Context: an optimization exercise on an open-source flow, tuned for small area, a short achievable clock period and few clock cycles per item. The choices shown serve that exercise and are no tape-out recipe.
In this exercise RTL edits were held to simulation tests only and were not proved equivalent to the original.
No activity file was given, so power comes from the tool's default toggle rates.

==> design/flow/design.v <==
package npu_pkg;
    localparam int ELEM_W = 16;
    localparam int WORD_W = 32;
    typedef struct packed {
        logic              sop;
        logic              eop;
        logic              vld;
        logic [WORD_W-1:0] data;
    } stream_beat_t;
    typedef struct packed {
        logic              vld;
        logic              eop;
        logic [ELEM_W-1:0] data;
    } rd_beat_t;
    typedef enum logic [1:0] {
        ST_IDLE,
        ST_CLEAR,
        ST_CALC,
        ST_SAVE
    } npu_state_e;
endpackage
`timescale 1ns/10ps
module operand_loader #(
    parameter int N = 4
) (
    input  logic                                      i_clk,
    input  logic                                      i_rst_n,
    input  npu_pkg::stream_beat_t                     i_beat,
    input  logic                                      i_consume,
    output logic                                      o_loaded,
    output logic [N-1:0][N-1:0][npu_pkg::ELEM_W-1:0] o_matrix
);
    localparam int IW    = $clog2(N);
    localparam int HALF  = N / 2;
    localparam int WORDS = N * N / 2;
    localparam int PW    = $clog2(WORDS);
    logic [PW-1:0] wr_ptr;
    logic [PW-1:0] word_idx;
    logic [IW-1:0] wr_row;
    logic [IW-1:0] wr_col_lo;
    logic [IW-1:0] wr_col_hi;
    assign word_idx = i_beat.sop ? '0 : wr_ptr;
    always_comb begin
        wr_row    = IW'(word_idx / HALF);
        wr_col_lo = IW'(2 * (word_idx % HALF));
        wr_col_hi = IW'(2 * (word_idx % HALF) + 1);
    end
    always_ff @(posedge i_clk) begin
        if (!i_rst_n) begin
            wr_ptr   <= '0;
            o_loaded <= 1'b0;
        end else begin
            if (i_beat.vld) begin
                wr_ptr <= PW'(word_idx + 1'b1);
            end
            if (i_beat.vld && i_beat.eop) begin
                o_loaded <= 1'b1;
            end else if (i_consume) begin
                o_loaded <= 1'b0;
            end
        end
    end
    always_ff @(posedge i_clk) begin
        if (i_beat.vld) begin
            o_matrix[wr_row][wr_col_lo] <= i_beat.data[npu_pkg::ELEM_W-1:0];
            o_matrix[wr_row][wr_col_hi] <= i_beat.data[npu_pkg::WORD_W-1:npu_pkg::ELEM_W];
        end
    end
endmodule
`timescale 1ns/10ps
module npu_controller #(
    parameter int N = 4
) (
    input  logic                 i_clk,
    input  logic                 i_rst_n,
    input  logic                 i_map_loaded,
    input  logic                 i_weight_loaded,
    output logic                 o_consume,
    output logic                 o_clear,
    output logic                 o_acc_en,
    output logic [$clog2(N)-1:0] o_step,
    output logic                 o_save,
    output logic                 o_save_finish
);
    localparam int IW = $clog2(N);
    npu_pkg::npu_state_e state;
    npu_pkg::npu_state_e state_nxt;
    logic [IW-1:0]       step_cnt;
    logic                both_loaded;
    assign both_loaded = i_map_loaded && i_weight_loaded;
    always_comb begin
        state_nxt = state;
        case (state)
            npu_pkg::ST_IDLE: begin
                if (both_loaded) begin
                    state_nxt = npu_pkg::ST_CLEAR;
                end
            end
            npu_pkg::ST_CLEAR: state_nxt = npu_pkg::ST_CALC;
            npu_pkg::ST_CALC: begin
                if (step_cnt == IW'(N - 1)) begin
                    state_nxt = npu_pkg::ST_SAVE;
                end
            end
            default: state_nxt = npu_pkg::ST_IDLE;
        endcase
    end
    always_ff @(posedge i_clk) begin
        if (!i_rst_n) begin
            state         <= npu_pkg::ST_IDLE;
            step_cnt      <= '0;
            o_save_finish <= 1'b0;
        end else begin
            state         <= state_nxt;
            o_save_finish <= (state == npu_pkg::ST_SAVE);
            if (state == npu_pkg::ST_CALC) begin
                step_cnt <= step_cnt + 1'b1;
            end else begin
                step_cnt <= '0;
            end
        end
    end
    assign o_consume = (state == npu_pkg::ST_IDLE) && both_loaded;
    assign o_clear   = (state == npu_pkg::ST_CLEAR);
    assign o_acc_en  = (state == npu_pkg::ST_CALC);
    assign o_step    = step_cnt;
    assign o_save    = (state == npu_pkg::ST_SAVE);
endmodule
`timescale 1ns/10ps
module pe_array #(
    parameter int N = 4
) (
    input  logic                                      i_clk,
    input  logic                                      i_rst_n,
    input  logic                                      i_clear,
    input  logic                                      i_acc_en,
    input  logic [$clog2(N)-1:0]                      i_step,
    input  logic [N-1:0][N-1:0][npu_pkg::ELEM_W-1:0] i_map,
    input  logic [N-1:0][N-1:0][npu_pkg::ELEM_W-1:0] i_weight,
    output logic [N-1:0][N-1:0][npu_pkg::ELEM_W-1:0] o_acc
);
    localparam int EW = npu_pkg::ELEM_W;
    logic [N-1:0][EW-1:0] row_op;
    logic [N-1:0][EW-1:0] col_op;
    genvar gi;
    genvar gj;
    generate
        for (gi = 0; gi < N; gi++) begin : g_sel
            assign row_op[gi] = i_map[gi][i_step];
            assign col_op[gi] = i_weight[i_step][gi];
        end
    endgenerate
    generate
        for (gi = 0; gi < N; gi++) begin : g_row
            for (gj = 0; gj < N; gj++) begin : g_col
                logic [EW-1:0] prod;
                assign prod = row_op[gi] * col_op[gj];
                always_ff @(posedge i_clk) begin
                    if (!i_rst_n) begin
                        o_acc[gi][gj] <= '0;
                    end else if (i_clear) begin
                        o_acc[gi][gj] <= '0;
                    end else if (i_acc_en) begin
                        o_acc[gi][gj] <= o_acc[gi][gj] + prod;
                    end
                end
            end
        end
    endgenerate
endmodule
`timescale 1ns/10ps
module result_cache #(
    parameter int N = 4
) (
    input  logic                                      i_clk,
    input  logic                                      i_rst_n,
    input  logic                                      i_save,
    input  logic [N-1:0][N-1:0][npu_pkg::ELEM_W-1:0] i_acc,
    input  logic                                      i_rd_sop,
    input  logic [$clog2(N)-1:0]                      i_rd_col,
    output npu_pkg::rd_beat_t                         o_rd_beat
);
    localparam int IW = $clog2(N);
    logic [N-1:0][N-1:0][npu_pkg::ELEM_W-1:0] snap;
    logic                                      busy;
    logic [IW-1:0]                             rd_row;
    logic [IW-1:0]                             rd_col;
    logic                                      last_row;
    assign last_row = (rd_row == IW'(N - 1));
    always_ff @(posedge i_clk) begin
        if (i_save) begin
            snap <= i_acc;
        end
    end
    always_ff @(posedge i_clk) begin
        if (!i_rst_n) begin
            busy   <= 1'b0;
            rd_row <= '0;
            rd_col <= '0;
        end else if (!busy) begin
            if (i_rd_sop) begin
                busy   <= 1'b1;
                rd_row <= '0;
                rd_col <= i_rd_col;
            end
        end else begin
            rd_row <= rd_row + 1'b1;
            if (last_row) begin
                busy <= 1'b0;
            end
        end
    end
    always_comb begin
        o_rd_beat.vld  = busy;
        o_rd_beat.eop  = busy && last_row;
        o_rd_beat.data = snap[rd_row][rd_col];
    end
endmodule
`timescale 1ns/10ps
module npu_top #(
    parameter int N = 4
) (
    input  logic                  i_clk,
    input  logic                  i_rst_n,
    input  logic                  i_map_sop,
    input  logic                  i_map_eop,
    input  logic                  i_map_vld,
    input  logic [31:0]           i_map_data,
    input  logic                  i_weight_sop,
    input  logic                  i_weight_eop,
    input  logic                  i_weight_vld,
    input  logic [31:0]           i_weight_data,
    input  logic                  i_rd_sop,
    input  logic [$clog2(N)-1:0]  i_rd_col,
    output logic                  o_save_finish,
    output logic                  o_rd_vld,
    output logic                  o_rd_eop,
    output logic [15:0]           o_rd_data
);
    npu_pkg::stream_beat_t i_map_beat;
    npu_pkg::stream_beat_t i_weight_beat;
    npu_pkg::rd_beat_t     o_rd_beat;
    assign i_map_beat    = {i_map_sop, i_map_eop, i_map_vld, i_map_data};
    assign i_weight_beat = {i_weight_sop, i_weight_eop, i_weight_vld, i_weight_data};
    assign o_rd_vld      = o_rd_beat.vld;
    assign o_rd_eop      = o_rd_beat.eop;
    assign o_rd_data     = o_rd_beat.data;
    logic                                      map_loaded;
    logic                                      weight_loaded;
    logic                                      consume;
    logic                                      clear;
    logic                                      acc_en;
    logic [$clog2(N)-1:0]                      step;
    logic                                      save;
    logic [N-1:0][N-1:0][npu_pkg::ELEM_W-1:0] map_matrix;
    logic [N-1:0][N-1:0][npu_pkg::ELEM_W-1:0] weight_matrix;
    logic [N-1:0][N-1:0][npu_pkg::ELEM_W-1:0] acc;
    operand_loader #(.N(N)) u_map_loader (
        .i_clk     (i_clk),
        .i_rst_n   (i_rst_n),
        .i_beat    (i_map_beat),
        .i_consume (consume),
        .o_loaded  (map_loaded),
        .o_matrix  (map_matrix)
    );
    operand_loader #(.N(N)) u_weight_loader (
        .i_clk     (i_clk),
        .i_rst_n   (i_rst_n),
        .i_beat    (i_weight_beat),
        .i_consume (consume),
        .o_loaded  (weight_loaded),
        .o_matrix  (weight_matrix)
    );
    npu_controller #(.N(N)) u_controller (
        .i_clk           (i_clk),
        .i_rst_n         (i_rst_n),
        .i_map_loaded    (map_loaded),
        .i_weight_loaded (weight_loaded),
        .o_consume       (consume),
        .o_clear         (clear),
        .o_acc_en        (acc_en),
        .o_step          (step),
        .o_save          (save),
        .o_save_finish   (o_save_finish)
    );
    pe_array #(.N(N)) u_pe_array (
        .i_clk    (i_clk),
        .i_rst_n  (i_rst_n),
        .i_clear  (clear),
        .i_acc_en (acc_en),
        .i_step   (step),
        .i_map    (map_matrix),
        .i_weight (weight_matrix),
        .o_acc    (acc)
    );
    result_cache #(.N(N)) u_result_cache (
        .i_clk     (i_clk),
        .i_rst_n   (i_rst_n),
        .i_save    (save),
        .i_acc     (acc),
        .i_rd_sop  (i_rd_sop),
        .i_rd_col  (i_rd_col),
        .o_rd_beat (o_rd_beat)
    );
endmodule
==> design/flow/run.sh <==
#!/bin/bash
# synth_recipe.tcl (not shown) runs the flow's synth.tcl, then flattens the netlist and writes it again
# the make line also repeats each setting of config.mk as NAME=value (left out here)
make -C /OpenROAD-flow-scripts/flow DESIGN_CONFIG=/design/flow/config.mk WORK_HOME=/design/flow/orfs CLKGATE_MAP_FILE= SYNTH_SCRIPT=/design/flow/synth_recipe.tcl finish
==> design/flow/config.mk <==
export PLATFORM = sky130hd
export DESIGN_NAME = npu_top
export DESIGN_NICKNAME = npu_top
export VERILOG_FILES = /design/flow/design.v
export SDC_FILE = /design/flow/constraint.sdc
export NUM_CORES = 4
export LEC_CHECK = 0
export CAP_MARGIN = 20
export CORE_MARGIN = 2
export CORE_UTILIZATION = 40
export SLEW_MARGIN = 20
==> design/flow/constraint.sdc <==
create_clock -name core_clock -period 8.0 [get_ports {i_clk}]
set_input_delay 1.6000 -clock core_clock [delete_from_list [all_inputs] [get_ports {i_clk}]]
set_output_delay 1.6000 -clock core_clock [all_outputs]
set_load 0.01 [all_outputs]
==> flow_summary.toml <==
[status]
status = "timing/DRC/antenna clean"

[global_routing]
grt_pass1_wl_mm = 586.0
antenna_found_initial = 15
grt_max_degree = 166
grt_pass1_vias = 83817
track_usage = 0.2747
grt_overflow_total = 0

[setup_path]
worst_setup_path_start_kind = "flip-flop"
crit_buf_inv = 5
cp.required_ns = 8.70
rrSetupSlack_ns = 0.45
cp.arrival_ns = 8.25
worst-path-max-fanout = 33
cp.depth = 21
end_kind = "flip-flop"
criticalPathCategory = "flip-flop to flip-flop"
critical_path.slowest_cell = "mux4_2"
slowest_delay_ns = 0.95
path_delay_family = "adder cells"
r2r-end = "u_pe_array.o_acc[15]$_SDFFE_PP0P_"
path_cells = "buf_4 > buf_4 > buf_4 > mux4_2 > nand2_1 > fa_1 > inv_1 > fa_1 > inv_1 > fa_1 > fa_1 > fa_1 > fa_1 > xor2_1 > xnor2_1 > xnor2_1 > xnor2_1 > xnor2_1 > xnor2_1 > xnor2_1 > o21ai_1"
r2r-start = "u_controller.step_cnt[0]$_SDFF_PN0_"
rr_worst_depth = 21

[finish]
final_util = 0.4399
final.fill_count = 27330
nets = 14298
final_cell_mix = "inv_1, nand2_1, fa_1, nor2_1, ha_1"
drive_gt1_frac = 0.07804
mostFrequentLayoutCell = "inv_1"
final_area_um2 = 125500
syn_to_final_growth_pct = 9.439
regArea_um2 = 28560
fin_cells = 15742
multi_input_area_um2 = 74300

[timing]
fin_crit_ns = 7.551
drv_slew = 0
rsz0062_at_grt = "false"
max_clock_freq_ghz = 0.1324
slew_headroom = 0.1572
hold_viol = 0
tightest_slew_ns = 1.264
fin_tns_setup_ns = 0
report.final.setup_viol = 0
setup_slack_ns = 0.4488
worst_hold_slack_ns = 0.4282
min_period_over_period = 0.9439
finClkSkew_ns = 0.08070

[placement]
dp_slack_ns = 0.6264
place_area_um2 = 121400
io_buffers = 93
dpl.hpwl_mm = 289.7
place_inst = 15499
place.gp.congestion = 0.9577

[die]
coreArea_um2 = 285200
row_count = 196
die_h_um = 539.3
start_util = 0.4019
dieArea_um2 = 290900
pin_count = 94
die_width_um = 539.3

[cts]
htree_num_levels = 3
clk_path_buf_depth = 3
post_cts_buffers = 0
cts.sinks = 1042
path_clk_slew_ns = 0.07
cts_hold_buffers = 0
cts_buffers = 121
tritoncts = "done"
cts_root_buffer = "clkbuf_16"
worstSkewPairLatency_ns = 0.84
post_cts_resized = 0

[routing]
first_pass_iters = 8
wl_per_cell_um = 25.20
vias_per_cell = 5.375
via_count = 84615
drt_iter0_drc = 9301
drtAntennaViolNets = 0
drt_drc_violations_left = 0
routed_wl_mm = 396.6

[pwr]
vdd.ir_drop.worst_mv = 0.5353
total_leakage_power_nw = 56.14
fin_total_pwr_mw = 58.95
pwr_density_cell_nw_per_um2 = 469.9

[synthesis]
syn-num-nets = 14359
yosys-top-cells-area = "fa_1, edfxtp_1, ha_1, inv_1, nand2_1"
yosys_warnings = 4
synth_cell_types = 50
synth_cells = 11922
synth_area_leader_cell = "fa_1"
yosys_register_bits = 1042
yosysTopAreaCellShare = 0.2627
syn_avg_cell_area_um2 = 9.615
ys.flop_type = "edfxtp_1"
ys_seq_area_frac = 0.2490
synth_edf_count = 768
synth_async_sr_flop_share = 0
syn_area_um2 = 114600

[hold_path]
worstHoldEndpoint = "u_result_cache.snap[92]$_DFFE_PP_"
hold_class = "flip-flop to flip-flop"
whs_path_depth = 0
hold_start = "u_pe_array.o_acc[92]$_SDFFE_PP0P_"

[run]
drv_cap = 0
-- power by group --
| part | internal [mW] | total (mW) | switching (mW) |
|---|---|---|---|
| Sequential | 6.21 | 6.56 | 0.346 |
| Clock | 3.15 | 5.78 | 2.63 |
| Combinational | 20.4 | 46.6 | 26.2 |
-- how the worst max path moves through the flow --
stage	slack, ns	to	startpoint
3_5_place_dp	0.63	u_pe_array.o_acc[159]$_SDFFE_PP0P_	u_controller.step_cnt[0]$_SDFF_PN0_
6_report	0.45	u_pe_array.o_acc[15]$_SDFFE_PP0P_	u_controller.step_cnt[0]$_SDFF_PN0_
3_3_place_gp	0.70	u_pe_array.o_acc[142]$_SDFFE_PP0P_	u_controller.step_cnt[0]$_SDFF_PN0_
2_1_floorplan	1.04	u_pe_array.o_acc[46]$_SDFFE_PP0P_	u_controller.step_cnt[0]$_SDFF_PN0_
4_1_cts	0.62	u_pe_array.o_acc[15]$_SDFFE_PP0P_	u_controller.step_cnt[0]$_SDFF_PN0_
5_1_grt	0.23	u_pe_array.o_acc[15]$_SDFFE_PP0P_	u_controller.step_cnt[0]$_SDFF_PN0_
-- worst reg2reg max path, cell delays in order (launching register included) --
cell,delay (ns)
dfxtp_4,0.76
buf_4,0.34
buf_4,0.22
buf_4,0.22
mux4_2,0.95
nand2_1,0.28
fa_1,0.55
inv_1,0.05
fa_1,0.50
inv_1,0.05
fa_1,0.55
fa_1,0.44
fa_1,0.47
fa_1,0.43
xor2_1,0.19
xnor2_1,0.14
xnor2_1,0.25
xnor2_1,0.18
xnor2_1,0.11
xnor2_1,0.47
xnor2_1,0.19
o21ai_1,0.07
-- layer usage --
layer | GRT usage | vias to the layer above | wire, um
li1 | - | 36867 | -
met1 | 0.3840 | 42399 | 163700
met2 | 0.3938 | 4571 | 164100
met3 | 0.07018 | 774 | 45010
met4 | 0.1357 | 4 | 23800
met5 | 0 | - | 21
-- final cells by class --
type                            instances  area share
Antenna cell                           12   0.0002394
Clock buffer                          157     0.02561
Clock inverter                         73    0.006293
Inverter                             2600     0.07779
Multi-Input combinational cell       7642      0.5922
Sequential cell                      1042      0.2277
Tap cell                             3762     0.03752
Timing Repair Buffer                  454     0.03261
-- logic make-up (layout without fill, tap and decap cells) --
| group | count (synthesis) | in the layout | synth area share |
|---|---|---|---|
| buffers and inverters | 3238 | 3284 | 0.1076 |
| and+or+nand+nor | 3079 | 3079 | 0.1073 |
| adders and majority gates | 2362 | 2362 | 0.3563 |
| DFF | 1042 | 1042 | 0.2490 |
| AOI/OAI and AO/OA | 1006 | 1006 | 0.05849 |
| xor gates and xnor gates | 634 | 634 | 0.04844 |
| muxes | 561 | 561 | 0.07281 |
| other | 0 | 12 | 0 |
-- Yosys cell counts (207+ instances only) --
| cell type | n |
|---|---|
| nor2_1 | 958 |
| inv_1 | 2597 |
| mux4_2 | 207 |
| mux2i_1 | 247 |
| nand2_1 | 1814 |
| fa_1 | 1504 |
| dfxtp_1 | 274 |
| xnor2_1 | 543 |
| edfxtp_1 | 768 |
| o21ai_0 | 357 |
| ha_1 | 858 |
| clkbuf_1 | 478 |
-- state kept, by name, indices dropped and copies added, names as in the netlist --
register	count
u_weight_loader.o_matrix	256
u_weight_loader.wr_ptr	3
u_controller.o_save_finish	1
u_result_cache.busy	1
u_result_cache.snap	256
u_map_loader.o_matrix	256
u_result_cache.rd_col	2
u_pe_array.o_acc	256
u_map_loader.wr_ptr	3
u_controller.state	2
u_result_cache.rd_row	2
u_controller.step_cnt	2
u_weight_loader.o_loaded	1
u_map_loader.o_loaded	1
Testbench counts, summed over its fixed seeds: cycles 9,024, items 320.

## what the ideal ports hide
No port has a modelled driver above. Below, the same layout with a new extraction and two added sets of constraints. Step 1 (the two cells are an assumption about what drives the block):
set clk [get_ports {i_clk}]
set_driving_cell -lib_cell sky130_fd_sc_hd__clkbuf_16 $clk
set_driving_cell -lib_cell sky130_fd_sc_hd__buf_2 [delete_from_list [all_inputs] $clk]
Step 2 moves the port delays by t, midway between the first and last clock arrival at a register: inputs arrive t later, outputs are due t later. That takes back most of the time a late clock gives input paths. Three values: no drivers, after step 1, after step 2; two values: the first two.
shift t [ns]: 0.902
setup slack, ns: 0.449 / 0.449 / 0.449
worst register clock-pin slew, ns: 0.07 / 0.07
After both steps setup and hold are still met in this run. The setup slack of this run moves by 0.000 ns with the drivers and by 0.000 ns with both steps.
